This is an optimization exercise on Yosys and OpenROAD, whose aim is small area, not a production implementation. In this exercise RTL edits were held to simulation tests only and were not proved equivalent to the original. No driver is modelled on the clock port, so clocking that relies on it looks cheaper here than on a real chip. Power is estimated from default activity; no workload was simulated.

## split_demux
module split_demux #(
   parameter int WIDTH = 32,
   parameter int CNT   = 31
) (
   input  logic                 clk,
   input  logic                 rst_n,
   input  logic                 din_vld,
   input  logic [WIDTH-1:0]     din,
   input  logic [CNT-1:0]       sel,
   output logic [CNT-1:0]       dout_vld,
   output logic [WIDTH*CNT-1:0] dout,
   output logic                 sel_err,
   output logic [7:0]           err_cnt
);
Size in the first run: roughly 32000 sq um of cells after synthesis.
==> flow/config.mk <==
export PLATFORM = sky130hd
export DESIGN_NAME = split_demux
export DESIGN_NICKNAME = split_demux
export VERILOG_FILES = /design/flow/design.v
export SDC_FILE = /design/flow/constraint.sdc
export NUM_CORES = 4
export LEC_CHECK = 0
export CAP_MARGIN = 10
export CORE_AREA = 4 4 476 126
export DIE_AREA = 0 0 480 130
export PLACE_DENSITY = 0.85
export SLEW_MARGIN = 10
==> flow/constraint.sdc <==
create_clock -name core_clock -period 4.0 [get_ports {clk}]
set_input_delay 0.8000 -clock core_clock [delete_from_list [all_inputs] [get_ports {clk}]]
set_output_delay 0.8000 -clock core_clock [all_outputs]
set_load 0.01 [all_outputs]
standard.sh (not shown) runs the stock make flow with config.mk's settings and CLKGATE_MAP_FILE= SYNTH_SCRIPT=/design/flow/synth_recipe.tcl, a recipe that flattens the netlist after the stock synthesis.
==> flow/flow/run.sh <==
#!/bin/bash
# The standard layout (standard.sh), with these changes to how the layout is made:
#  - port buffers use the smallest plain buffer cell (buf_1) instead of the resizer's pick;
#  - clock tree: clkbuf_8 buffers, sink clusters of at most 18 flops within 40 um,
#    no dummy loads;
#  - after CTS, flow/downsize.tcl gives clkbuf_16 to any clock leaf buffer whose flip-flop
#    clock pins are slow, then tries smaller drive strengths of the logic cells and
#    keeps those that leave timing, slew and capacitance within margins (12% of the
#    library limits here; DS_MARGIN).
# The make output goes to standard_flow.log; each ORFS step also writes its own log
# under orfs/logs/.
set -euo pipefail
export DS_MARGIN=0.12
bash standard.sh \
  "BUFFER_PORTS_ARGS=-buffer_cell sky130_fd_sc_hd__buf_1" \
  "CTS_ARGS=-sink_clustering_enable -repair_clock_nets -dont_use_dummy_load -buf_list sky130_fd_sc_hd__clkbuf_8 -sink_clustering_size 18 -sink_clustering_max_diameter 40" \
  "POST_CTS_TCL=$PWD/flow/downsize.tcl" \
  finish > standard_flow.log 2>&1
==> flow/flow/downsize.tcl <==
# Post-CTS area recovery: try each sized logic cell at a smaller drive strength of the
# same function, and keep the change only if timing, slew and capacitance stay within
# margins (placement parasitics). Registers and clock-tree buffers are left alone.
set ds_slew_min 0.15
set ds_cap_min 0.15
set ds_setup_min 0.5e-9
if { [info exists ::env(DS_MARGIN)] } {
  set ds_slew_min $::env(DS_MARGIN)
  set ds_cap_min $::env(DS_MARGIN)
}

proc ds_state {} {
  estimate_parasitics -placement
  return [list [sta::max_slew_check_slack_limit] [sta::max_capacitance_check_slack_limit] \
    [sta::worst_slack_cmd max] [sta::worst_slack_cmd min]]
}

set ds_clk_slew 0.120
if { [info exists ::env(DS_CLK_SLEW)] } { set ds_clk_slew $::env(DS_CLK_SLEW) }
proc ds_leaf_slew { inst } {
  set worst 0.0
  foreach p [get_pins -of_objects $inst -filter "direction==output"] {
    foreach q [get_pins -of_objects [get_nets -of_objects $p] -filter "direction==input"] {
      foreach prop {slew_max_rise slew_max_fall} {
        set v [get_property $q $prop]
        if { $v > $worst } { set worst $v }
      }
    }
  }
  return $worst
}
estimate_parasitics -placement
foreach inst [get_cells clkbuf_leaf_*] {
  set ls [ds_leaf_slew $inst]
  if { $ls > $ds_clk_slew } {
    set cur [get_property $inst ref_name]
    replace_cell $inst sky130_fd_sc_hd__clkbuf_16
    estimate_parasitics -placement
    puts "downsize: clock leaf [get_full_name $inst] $cur -> clkbuf_16, slew [format %.4f $ls] -> [format %.4f [ds_leaf_slew $inst]]"
  }
}

set base [ds_state]
lassign $base s0 c0 w0 h0
set slew_min [expr { min($s0, $ds_slew_min) }]
set cap_min [expr { min($c0, $ds_cap_min) }]
set setup_min [expr { min($w0, $ds_setup_min) }]
set hold_min [expr { min($h0, 0.0) }]
puts "downsize: start slew $s0 cap $c0 setup $w0 hold $h0"

set todo {}
foreach inst [get_cells *] {
  set name [get_full_name $inst]
  if { [string match "clkbuf_*" $name] || [string match "clkload*" $name] } { continue }
  set ref [get_property $inst ref_name]
  if { ![regexp {^sky130_fd_sc_hd__(.+)_([0-9]+)$} $ref -> fn drive] } { continue }
  if { [regexp {^(df|edf|sdf|sedf|dl|tap|fill|decap|diode|conb)} $fn] } { continue }
  set lc [get_lib_cells $ref]
  lappend todo [list $name $fn [get_property $lc area]]
}
set todo [lsort -real -decreasing -index 2 $todo]

set saved 0.0
set changed 0
foreach t $todo {
  lassign $t name fn area
  set inst [get_cells $name]
  set cur [get_property $inst ref_name]
  set cands {}
  foreach lc [get_lib_cells "sky130_fd_sc_hd__${fn}_*"] {
    set ln [get_name $lc]
    if { ![regexp "^sky130_fd_sc_hd__${fn}_\[0-9\]+\$" $ln] } { continue }
    set a [get_property $lc area]
    if { $a < $area } { lappend cands [list $ln $a] }
  }
  foreach c [lsort -real -index 1 $cands] {
    lassign $c ln a
    replace_cell $inst $ln
    lassign [ds_state] s c w h
    if { $s >= $slew_min && $c >= $cap_min && $w >= $setup_min && $h >= $hold_min } {
      set saved [expr { $saved + $area - $a }]
      incr changed
      puts "downsize: $name $cur -> $ln"
      break
    }
    replace_cell $inst $cur
  }
}
lassign [ds_state] s c w h
puts "downsize: $changed cells smaller, [format %.1f $saved] um2 saved; slew $s cap $c setup $w hold $h"
detailed_placement
check_placement -verbose

The starting point produced a clean layout.
Next try:
==> flow/flow/run.sh (replaced) <==
#!/bin/bash
# The standard layout (standard.sh), with these changes to how the layout is made:
#  - port buffers use the smallest plain buffer cell (buf_1) instead of the resizer's pick;
#  - clock tree: clkbuf_8 buffers, sink clusters of at most 16 flops within 40 um,
#    no dummy loads;
#  - after CTS, flow/downsize.tcl tries smaller drive strengths of the logic cells and
#    keeps those that leave timing, slew and capacitance within margins (5% of the
#    library limits here; DS_MARGIN).
# The make output goes to standard_flow.log; each ORFS step also writes its own log
# under orfs/logs/.
set -euo pipefail
export DS_MARGIN=0.05
bash standard.sh \
  "BUFFER_PORTS_ARGS=-buffer_cell sky130_fd_sc_hd__buf_1" \
  "CTS_ARGS=-sink_clustering_enable -repair_clock_nets -dont_use_dummy_load -buf_list sky130_fd_sc_hd__clkbuf_8 -sink_clustering_size 16 -sink_clustering_max_diameter 40" \
  "POST_CTS_TCL=$PWD/flow/downsize.tcl" \
  finish > standard_flow.log 2>&1
--- a/flow/flow/downsize.tcl
+++ b/flow/flow/downsize.tcl
@@ -4,5 +4,5 @@
 set ds_slew_min 0.15
 set ds_cap_min 0.15
-set ds_setup_min 0.5e-9
+set ds_setup_min 0.3e-9
 if { [info exists ::env(DS_MARGIN)] } {
   set ds_slew_min $::env(DS_MARGIN)
@@ -14,29 +14,4 @@
   return [list [sta::max_slew_check_slack_limit] [sta::max_capacitance_check_slack_limit] \
     [sta::worst_slack_cmd max] [sta::worst_slack_cmd min]]
-}
-
-set ds_clk_slew 0.120
-if { [info exists ::env(DS_CLK_SLEW)] } { set ds_clk_slew $::env(DS_CLK_SLEW) }
-proc ds_leaf_slew { inst } {
-  set worst 0.0
-  foreach p [get_pins -of_objects $inst -filter "direction==output"] {
-    foreach q [get_pins -of_objects [get_nets -of_objects $p] -filter "direction==input"] {
-      foreach prop {slew_max_rise slew_max_fall} {
-        set v [get_property $q $prop]
-        if { $v > $worst } { set worst $v }
-      }
-    }
-  }
-  return $worst
-}
-estimate_parasitics -placement
-foreach inst [get_cells clkbuf_leaf_*] {
-  set ls [ds_leaf_slew $inst]
-  if { $ls > $ds_clk_slew } {
-    set cur [get_property $inst ref_name]
-    replace_cell $inst sky130_fd_sc_hd__clkbuf_16
-    estimate_parasitics -placement
-    puts "downsize: clock leaf [get_full_name $inst] $cur -> clkbuf_16, slew [format %.4f $ls] -> [format %.4f [ds_leaf_slew $inst]]"
-  }
 }
 
Settings changed: CAP_MARGIN 10 to 0, PLACE_DENSITY 0.85 to unset, SLEW_MARGIN 10 to 0.
Routed wire length came out lower slightly.
Core utilization is higher by 0.14 points.
Cell count is about the same.
Register-to-register slack degrades by 0.29 ns.
Final area barely changes.
Power went up slightly.
Via count goes down slightly.
Sequential cell count stays the same.
Worst setup slack got worse by 0.64 ns.
First-iteration DRC count went down by about a fifth.
Next try:
--- a/flow/flow/downsize.tcl
+++ b/flow/flow/downsize.tcl
@@ -4,5 +4,5 @@
 set ds_slew_min 0.15
 set ds_cap_min 0.15
-set ds_setup_min 0.3e-9
+set ds_setup_min 0.5e-9
 if { [info exists ::env(DS_MARGIN)] } {
   set ds_slew_min $::env(DS_MARGIN)
Settings changed: CORE_AREA 4 4 476 126 to 4 4 496 106, DIE_AREA 0 0 480 130 to 0 0 500 110.
Setup slack improved by 0.19 ns.
Power hardly moves.
Global-route usage rose by 3.5 points.
Register-to-register slack got worse by 0.36 ns.
Critical path depth rose by 1.

* * *

Setup of v30:
Another version of the RTL of split_demux (not shown whole).
Size: roughly 1,300 cells after synthesis, ~1,100 I/O pins.
==> flow/config.mk <==
export PLATFORM = sky130hd
export DESIGN_NAME = split_demux
export DESIGN_NICKNAME = split_demux
export VERILOG_FILES = /design/flow/design.v
export SDC_FILE = /design/flow/constraint.sdc
export NUM_CORES = 4
export LEC_CHECK = 0
export CAP_MARGIN = 20
export CORE_AREA = 4 4 476 126
export DIE_AREA = 0 0 480 130
export SLEW_MARGIN = 20
==> flow/constraint.sdc <==
create_clock -name core_clock -period 4.0 [get_ports {clk}]
set_input_delay 0.8000 -clock core_clock [delete_from_list [all_inputs] [get_ports {clk}]]
set_output_delay 0.8000 -clock core_clock [all_outputs]
set_load 0.01 [all_outputs]
==> flow/flow/run.sh <==
#!/bin/bash
# The standard layout (standard.sh), with two changes to how the layout is made:
#  - port buffers use the smallest plain buffer cell (buf_1) instead of the resizer's pick;
#  - clock tree: clkbuf_8 buffers, sink clusters of at most 16 flops within 40 um,
#    no dummy loads.
# The make output goes to standard_flow.log; each ORFS step also writes its own log
# under orfs/logs/.
set -euo pipefail
bash standard.sh \
  "BUFFER_PORTS_ARGS=-buffer_cell sky130_fd_sc_hd__buf_1" \
  "CTS_ARGS=-sink_clustering_enable -repair_clock_nets -dont_use_dummy_load -buf_list sky130_fd_sc_hd__clkbuf_8 -sink_clustering_size 16 -sink_clustering_max_diameter 40" \
  finish > standard_flow.log 2>&1
Input-level comparison between v2 and v30:
- DIE_AREA now 0 0 256 256, was 0 0 480 130
- CORE_AREA now 4 4 252 252, was 4 4 476 126
==> flow/flow/run.sh <==
#!/bin/bash
# Standard layout, with port buffers of the smallest plain buffer cell.
set -euo pipefail
export BUFFER_PORTS_ARGS="-buffer_cell sky130_fd_sc_hd__buf_1"
bash standard.sh "BUFFER_PORTS_ARGS=-buffer_cell sky130_fd_sc_hd__buf_1" finish > standard_flow.log 2>&1
--- outcome ---
v2 and v30 ended up with roughly the same post-synthesis async set-or-reset flop share.
v2 did not finish; the tool stopped in I/O pin placement (3_2_place_iop) with error PPL-0024.
Horizontal die dimension of v2 falls short of that of v30 by more than a quarter.
v30 → v2: synthesized cell count neither gained nor lost much, fraction of synthesized cell area in xor and xnor cells flat, vertical die dimension has increased, count of unique library cells instantiated by Yosys essentially unchanged.
Inputs modified between v2 and v35:
==> flow/run.sh (new file) <==
#!/bin/bash
# synth_recipe.tcl (not shown) runs the flow's synth.tcl, then flattens the netlist and writes it again
# the make line also repeats each setting of config.mk as NAME=value (left out here)
make -C /OpenROAD-flow-scripts/flow DESIGN_CONFIG=/design/flow/config.mk WORK_HOME=/design/flow/orfs CLKGATE_MAP_FILE= SYNTH_SCRIPT=/design/flow/synth_recipe.tcl finish
removed: flow/flow/run.sh
removed: flow/standard.sh
Findings:
- Of the runs v35 and v2, none of them finished clean.
- v35: PPL-0024 in I/O pin placement (3_2_place_iop) -> run aborted
- v35 -> v2: number of distinct library cells after synthesis delta 0, exact match
- Between v35 and v2, the difference in adder-cell share of the synthesized area is negligible.
- Comparing v35 against v2, there is no change at all in share of flip-flops with an asynchronous set or reset.
- Re synthesized cell count: no difference whatsoever between v2 and v35.
- Simple logic cell fraction of the synthesized area came out exactly the same in v35 and v2.
- Y dimension of the die across v35 and v2: no real change.
- Post-synthesis compound-gate area fraction: v35 vs v2 identical

## separate check: timing with driven ports
The flow's constraints put no driver on any port. The routed layouts listed below were extracted and timed again, unchanged, in two steps.
Step 1 assumes that a clkbuf_16 drives the clock port and a buf_2 every other input.
Step 2 also shifts input and output timing later by t, the mid clock arrival at the registers, as if the neighbouring blocks saw the same clock.
a / b / c = ideal ports / drivers / drivers and shift; a / b = the first two.
| run | t (ns) | setup WS [ns] | worst setup path after step 2 |
|---|---|---|---|
| the first run of note 1 | 0.728 | 0.872 / 0.851 / 0.123 | input to register |
| the second run of note 1 | 0.762 | 0.229 / 0.224 / -0.538 | input to register |
| the third run of note 1 | 0.735 | 0.416 / 0.418 / -0.288 | input to register |
| v30 | 0.742 | 0.967 / 0.967 / 0.559 | input to register |
With both steps, setup timing fails in the second run of note 1 and the third run of note 1, where it was met with ideal ports. The setup slack of the second run of note 1, which loses most, moves by -0.005 ns with the drivers and by -0.767 ns with both steps.
